Source: an optimization exercise on an open RTL-to-GDS flow (aim: small area). Production flows keep margins and buffers that such runs may drop.
Function was checked by simulation only, so behaviour that the tests miss may differ from the original.
Power is estimated from default activity; no workload was simulated.

===== design.v =====
package rf_pkg;
  localparam int unsigned DataWidth = 32;
  localparam int unsigned IntgWidth = 7;
  localparam int unsigned WordWidth = DataWidth + IntgWidth;
  localparam int unsigned AddrWidth = 5;
  localparam logic [IntgWidth*DataWidth-1:0] IntgMask = {
    32'h0810_2040,   
    32'h0408_1020,
    32'h0204_0810,
    32'h8102_0408,
    32'h4081_0204,
    32'h2040_8102,
    32'h1020_4081    
  };
endpackage
module rf_top #(
  parameter int unsigned NumRegs = 32
) (
  input  logic                         clk_i,
  input  logic                         rst_ni,
  input  logic                         acc_req_i,
  output logic                         acc_gnt_o,
  input  logic                         acc_we_i,
  input  logic [rf_pkg::AddrWidth-1:0] acc_addr_i,
  input  logic [rf_pkg::DataWidth-1:0] acc_wdata_i,
  input  logic [rf_pkg::IntgWidth-1:0] acc_wintg_i,
  output logic                         acc_rvalid_o,
  output logic [rf_pkg::DataWidth-1:0] acc_rdata_o,
  output logic                         acc_err_o,
  output logic                         core_sleep_o,
  output logic                         alert_major_o
);
  localparam int unsigned AW = rf_pkg::AddrWidth;
  localparam int unsigned DW = rf_pkg::DataWidth;
  localparam int unsigned IW = rf_pkg::IntgWidth;
  localparam int unsigned WW = rf_pkg::WordWidth;
  logic          gnt;
  logic          rvalid_q;
  logic          we_q;
  logic          alert_q;
  logic [AW-1:0] addr_q;
  logic [WW-1:0] wword_q;
  logic          is_read;
  logic          is_write;
  assign gnt          = acc_req_i & ~rvalid_q;
  assign acc_gnt_o    = gnt;
  assign acc_rvalid_o = rvalid_q;
  assign core_sleep_o = ~acc_req_i & ~rvalid_q;
  always_ff @(posedge clk_i or negedge rst_ni) begin
    if (!rst_ni) begin
      rvalid_q <= 1'b0;
    end else begin
      rvalid_q <= gnt;
    end
  end
  always_ff @(posedge clk_i) begin
    we_q    <= acc_we_i;
    addr_q  <= acc_addr_i;
    wword_q <= {acc_wintg_i, acc_wdata_i};
  end
  assign is_read  = rvalid_q & ~we_q;
  assign is_write = rvalid_q & we_q;
  logic [WW-1:0]      regs_q [1:NumRegs-1];
  logic [NumRegs-1:1] valid_q;
  logic [NumRegs-1:1] clr;
  logic [NumRegs-1:1] set;
  logic [NumRegs-1:1] rsel;
  for (genvar i = 1; i < NumRegs; i++) begin : gen_regs
    assign clr[i]  = gnt & acc_we_i & (acc_addr_i == AW'(i));
    assign set[i]  = is_write & (addr_q == AW'(i));
    assign rsel[i] = is_read & valid_q[i] & (addr_q == AW'(i));
    always_ff @(posedge clk_i) begin
      regs_q[i] <= (regs_q[i] & {WW{~clr[i]}}) | (wword_q & {WW{set[i]}});
    end
    always_ff @(posedge clk_i or negedge rst_ni) begin
      if (!rst_ni) begin
        valid_q[i] <= 1'b0;
      end else begin
        valid_q[i] <= valid_q[i] | set[i];
      end
    end
  end
  logic [WW-1:0] rword;
  always_comb begin
    rword = '0;
    for (int i = 1; i < NumRegs; i++) begin
      rword = rword | (regs_q[i] & {WW{rsel[i]}});
    end
  end
  logic [DW-1:0] rdata;
  logic [IW-1:0] rintg;
  logic [IW-1:0] intg_calc;
  assign rdata = rword[DW-1:0];
  assign rintg = rword[WW-1:DW];
  always_comb begin
    for (int k = 0; k < IW; k++) begin
      intg_calc[k] = ^(rdata & rf_pkg::IntgMask[32*k +: 32]);
    end
  end
  assign acc_rdata_o = rdata;
  assign acc_err_o   = (intg_calc != rintg);
  always_ff @(posedge clk_i or negedge rst_ni) begin
    if (!rst_ni) begin
      alert_q <= 1'b0;
    end else begin
      alert_q <= alert_q | acc_err_o;
    end
  end
  assign alert_major_o = alert_q;
endmodule

===== run.sh =====
#!/bin/bash
# synth_recipe.tcl (not shown) runs the flow's synth.tcl, then flattens the netlist and writes it again
# the make line also repeats each setting of config.mk as NAME=value (left out here)
make -C /OpenROAD-flow-scripts/flow DESIGN_CONFIG=/design/flow/config.mk WORK_HOME=/design/flow/orfs CLKGATE_MAP_FILE= SYNTH_SCRIPT=/design/flow/synth_recipe.tcl finish

===== config.mk =====
export PLATFORM = sky130hd
export DESIGN_NAME = rf_top
export DESIGN_NICKNAME = rf_top
export VERILOG_FILES = /design/flow/design.v
export SDC_FILE = /design/flow/constraint.sdc
export NUM_CORES = 4
export LEC_CHECK = 0
export CAP_MARGIN = 30
export CORE_MARGIN = 2
export CORE_UTILIZATION = 40
export SLEW_MARGIN = 30

===== constraint.sdc =====
create_clock -name core_clock -period 15.0 [get_ports {clk_i}]
set_input_delay 3.0000 -clock core_clock [delete_from_list [all_inputs] [get_ports {clk_i}]]
set_output_delay 3.0000 -clock core_clock [all_outputs]
set_load 0.01 [all_outputs]

==> run summary <==
-- registers in the layout, summed over array words and instances, names as in the netlist --
| register | flops |
|---|---|
| wword_q | 39 |
| we_q | 1 |
| alert_q | 1 |
| rvalid_q | 1 |
| valid_q | 31 |
| regs_q | 1209 |
| addr_q | 5 |
-- worst max path at each step --
stage | from | end | depth (start not counted) | slack [ns]
after floorplan | acc_req_i | acc_gnt_o | 1 | 8.71
after global placement | addr_q[2]$_DFF_P_ | acc_err_o | 12 | 5.91
after detailed placement | addr_q[2]$_DFF_P_ | acc_err_o | 12 | 5.95
after CTS | addr_q[3]$_DFF_P_ | acc_err_o | 12 | 5.10
after global routing | addr_q[3]$_DFF_P_ | acc_err_o | 12 | 4.75
final | addr_q[3]$_DFF_P_ | acc_err_o | 12 | 4.71
-- power groups by stage --
stage	clock, mW	sequential [mW]	combinational (mW)
4_1_cts	3.51	4.02	0.558
3_5_place_dp	0	4.09	0.555
2_1_floorplan	0	4.02	0.409
6_report	3.52	4.04	0.574
3_3_place_gp	0	4.09	0.538
5_1_grt	3.65	4.07	0.602
-- worst max-delay path: stages (launching register included) --
cell and delay [ns]:
sky130_fd_sc_hd__dfxtp_2 0.31, sky130_fd_sc_hd__buf_4 0.44, sky130_fd_sc_hd__nand2b_1 0.81, sky130_fd_sc_hd__nand2b_4 0.77, sky130_fd_sc_hd__buf_4 0.61, sky130_fd_sc_hd__a21oi_1 0.08
sky130_fd_sc_hd__or4_1 0.61, sky130_fd_sc_hd__or4_4 0.47, sky130_fd_sc_hd__xnor2_1 0.41, sky130_fd_sc_hd__xnor3_1 0.30, sky130_fd_sc_hd__nor4b_2 0.62, sky130_fd_sc_hd__nand4b_1 0.39
sky130_fd_sc_hd__clkdlybuf4s50_1 0.61
-- layout make-up --
| class | instances | share of cell area |
|---|---|---|
| sequential | 1287 | 0.4770 |
| multi-input combinational | 2518 | 0.3680 |
| clock buffer | 209 | 0.07403 |
| tap | 1536 | 0.03532 |
| timing repair buffer | 224 | 0.03468 |
| clock inverter | 35 | 0.01074 |
| antenna | 3 | 0.0001380 |
| inverter | 1 | 0.00006899 |
-- metrics by stage --
stage	util	power, mW
floorplan	-	4.426
global placement	0.4219	4.628
detailed placement	0.4221	4.643
CTS	0.4613	8.090
global route	0.4613	8.319
finish	0.4614	8.134
-- cells by family after synthesis --
| group | Yosys count |
|---|---|
| compound gates | 2013 |
| flops | 1287 |
| buf+inv | 559 |
| simple gates | 478 |
| xor+xnor | 27 |
-- routing by layer --
metal	wire length, um	track usage	part of all wire	up-vias
li1	-	-	-	16702
met1	86200	0.4756	0.38	21222
met2	90660	0.4993	0.40	3951
met3	33170	0.1148	0.15	840
met4	16150	0.2255	0.071	4
met5	33	0	0.00015	-
-- cells in the final DEF, fill, tap and decap left out, types with 17 or more instances in the layout --
| cell | synthesis | final |
|---|---|---|
| sky130_fd_sc_hd__a21oi_1 | 132 | 132 |
| sky130_fd_sc_hd__a221oi_1 | 23 | 23 |
| sky130_fd_sc_hd__a222oi_1 | 22 | 22 |
| sky130_fd_sc_hd__a22o_1 | 1258 | 1258 |
| sky130_fd_sc_hd__a22oi_1 | 401 | 401 |
| sky130_fd_sc_hd__a32o_1 | 21 | 21 |
| sky130_fd_sc_hd__a32oi_1 | 29 | 29 |
| sky130_fd_sc_hd__and2_1 | 19 | 19 |
| sky130_fd_sc_hd__and3_1 | 23 | 23 |
| sky130_fd_sc_hd__buf_4 | 5 | 140 |
| sky130_fd_sc_hd__clkbuf_1 | 462 | 38 |
| sky130_fd_sc_hd__clkbuf_16 | 0 | 136 |
| sky130_fd_sc_hd__clkbuf_8 | 0 | 35 |
| sky130_fd_sc_hd__clkdlybuf4s50_1 | 0 | 83 |
| sky130_fd_sc_hd__dfrtp_1 | 33 | 33 |
| sky130_fd_sc_hd__dfxtp_1 | 1254 | 1236 |
| sky130_fd_sc_hd__dfxtp_2 | 0 | 18 |
| sky130_fd_sc_hd__nand2_1 | 87 | 64 |
| sky130_fd_sc_hd__nand3_1 | 90 | 81 |
| sky130_fd_sc_hd__nand4_1 | 25 | 25 |
| sky130_fd_sc_hd__nor2_1 | 69 | 38 |
| sky130_fd_sc_hd__nor2_4 | 0 | 31 |
| sky130_fd_sc_hd__nor3_1 | 25 | 25 |
| sky130_fd_sc_hd__o21ai_0 | 40 | 40 |
| sky130_fd_sc_hd__o22ai_1 | 46 | 46 |
| sky130_fd_sc_hd__or2_2 | 32 | 32 |
| sky130_fd_sc_hd__xnor2_1 | 17 | 17 |
==> metrics.sh <==
DRT_FIRST_PASS_ITERS=9
POWER_LEAKAGE_nW=20.56
SYNTH-XOR-AREA-SHARE=0.006576
FINAL_NET_COUNT=4214
POWER_FRAC_SEQ=0.497
FINAL_MIN_PERIOD_OVER_CLOCK_PERIOD=0.6863
DIE-HEIGHT_UM=348.8
SYNTHTOPCELLSBYCOUNT='1258 x sky130_fd_sc_hd__a22o_1, 1254 x sky130_fd_sc_hd__dfxtp_1, 462 x sky130_fd_sc_hd__clkbuf_1, 401 x sky130_fd_sc_hd__a22oi_1, 132 x sky130_fd_sc_hd__a21oi_1'
YS_SEQ_ELEMENTS=1287
DESIGN_AREA_UM2=54410
YS_TYPES=66
DIE-AREA_UM2=121700
DATA_ARRIVAL_TIME_AT_THE_WORST_SLACK_ENDPOINT_NS=7.29
REG2REG_DEPTH=11
IR_WORST_VDD_V=0.0001242
SHARE_CLK_OF_TOTAL_POWER=0.432
FIN_SETUP_TNS_NS=0
WORST-SETUP-PATH-TYPE='reg -> out'
CORE_REGION_AREA_UM2=117900
SYNTHCELLS=4364
REGISTER_AREA_UM2=25950
PWR-SHARE-COMB=0.071
DPL-INSTANCE-AREA_UM2=49780
NUMCLOCKSINKS=1287
CTS.ROOT.BUFFER_CELL='sky130_fd_sc_hd__clkbuf_16'
NETLIST.AREA_LEADER.SHARE=0.5278
PROPORTION_OF_SYNTHESIZED_AREA_IN_MUX_CELLS=0
SETUP_VIOL=0
CRITICAL_R2R_LAUNCH='addr_q[3]$_DFF_P_'
HOLD_PATH.CLASS='reg -> reg'
FINAL.SETUP.WORST_SLACK_NS=4.706
CTS_TREE='done'
MAXIMUM_CLOCK_PATH_BUFFER_COUNT=3
POSTSYNTH.ASYNCRESETSHARE=0.02564
GRT_MAX_DEGREE=65
SYNTH_AREA_PER_CELL_UM2=10.90
SWITCHING_SHARE=0.2450
WIRE_LENGTH_OF_THE_FIRST_GLOBAL_ROUTING_PASS_UM=311500
YOSYS_MOST_USED_DFF='sky130_fd_sc_hd__dfxtp_1'
SHARE_OF_CELLS_ABOVE_DRIVE_STRENGTH_1=0.1196
STATUS='complete, no violations'
RELSLEWSLACK=0.1896
WORST-ENDPOINT-REQUIRED_NS=12.00
ROUTE.VIAS.TOTAL=42719
MAX_TRANSITION_VIOLS_FINAL=0
ROUTEDWLPERCELL_UM=38.92
SYNTHTOLAYOUTAREAGROWTH_PCT=14.38
RSZ0062_AT_GRT='false'
POSTCTSSETUPREPAIRBUFS=0
POST-PLACE-WS_NS=5.949
PLACE.DETAILED.HPWL_UM=126400
CLK_PIN_SLEW_NS=0.06
WHS_PATH_DEPTH=1
REMAINING_DRC_ERRORS=0
P_PER_AREA_nW_PER_UM2=149.5
BUFFER_PORTS.INSERTED=84
R2R-END='alert_q$_DFF_PN0_'
CRITICAL_PATH.MAX_FANOUT=45
SYNTH_AREA_LEADER_CELL='sky130_fd_sc_hd__dfxtp_1'
MAXCLOCKFREQUENCY_MHz=97.15
POWER_REPORT.INTERNAL_TOTAL_mW=6.141
FLOORPLAN.INITIALDENSITY=0.4034
SYNTH-EDFF-COUNT=0
SEQ_AREA_FRAC_SYNTH=0.5452
MULTI_INPUT_COMB_AREA_UM2=20020
CP-START-KIND='flip-flop'
SYNTHESIZED_NETLIST_NET_COUNT=4412
MAIN_COMBINATIONAL_CELL_FAMILY_BY_AREA_AFTER_SYNTHESIS='compound AO/OA/AOI/OAI gates'
CTS.REPAIR.RESIZED=0
YOSYS.AREA_SHARE.SIMPLE=0.05656
SYNTH_FA_HA_AREA_FRAC=0
FILL_CELLS=10681
VIA_COUNT_OF_THE_FIRST_GLOBAL_ROUTING_PASS=39504
TIMING.HOLD.WORST.START='regs_q[22][11]$_DFF_P_'
YOSYS-TOP-CELLS-AREA='sky130_fd_sc_hd__dfxtp_1 53%, sky130_fd_sc_hd__a22o_1 23%, sky130_fd_sc_hd__a22oi_1 6.3%, sky130_fd_sc_hd__clkbuf_1 3.6%, sky130_fd_sc_hd__dfrtp_1 1.7%'
CRIT_PATH_END_KIND='output pin'
HOLDPATHEND='regs_q[22][11]$_DFF_P_'
CTS-BUFFERS-INSERTED=134
IO_PINS=85
SYN_AREA_UM2=47560
DIE_X_UM=348.8
TIGHTESTPINTRANSITION_NS=1.216
CAP_VIOLATIONS=0
POST_LAYOUT_NONFILLER_INSTANCES=5813
FLOORPLAN.ROWS=126
GRT_ANTENNA_BEFORE_REPAIR=6
HOLD_VIOL_FINAL=0
PSW_mW=1.993
DRT-INITIAL-DRC-COUNT=8511
YOSYSMOSTFREQUENTCELL='sky130_fd_sc_hd__a22o_1'
YS_WARN_COUNT=2
CTS.HTREE.LEVELS=4
GRT_OVERFLOW=0
WORST_CLOCK_SKEW_NS=0.03457
PERIOD_MINUS_SLACK_NS=10.29
HOLD_SLACK_NS=0.4718
FRACTION_OF_THE_MAPPED_NETLIST_AREA_IN_COMPOUND_GATES=0.3444
CLOCK_INSERTION_DELAY_WORST_SKEW_NS=0.77
R2R_SLACK_NS=9.12
ANT_NETS=0
FINALWEIGHTEDCONGESTION=0.9485
GLOBAL_ROUTE.USAGE.TOTAL=0.3581
POST_CTS_HOLD_BUFFER_COUNT=0
ROUTED_VIA_DENSITY=7.349
ROUTE.FINAL.WIRE_LENGTH_UM=226200
PLACE_INST=5566

## afterwards: timing with drivers on the ports
No port has a modelled driver above. Below, the same layout with a new extraction and two added sets of constraints.
Step 1 assumes that a clkbuf_16 drives the clock port and a buf_2 every other input.
Step 2 adds t to the input delays and takes it off the output delays; t is the mean of the earliest and latest rising clock arrival at the registers after step 1. Input paths then give back, and output paths get back, about the clock's delay inside the block.
Slacks: no drivers / after step 1 / after step 2; pairs: no drivers / after step 1.
t, ns: 0.829
setup slack, ns: 4.706 / 4.632 / 5.461
slew at the worst register clock pin (ns): 0.07 / 0.07
After both steps this run still meets setup and hold. The setup slack of this run moves by -0.074 ns with the drivers and by +0.755 ns with both steps.
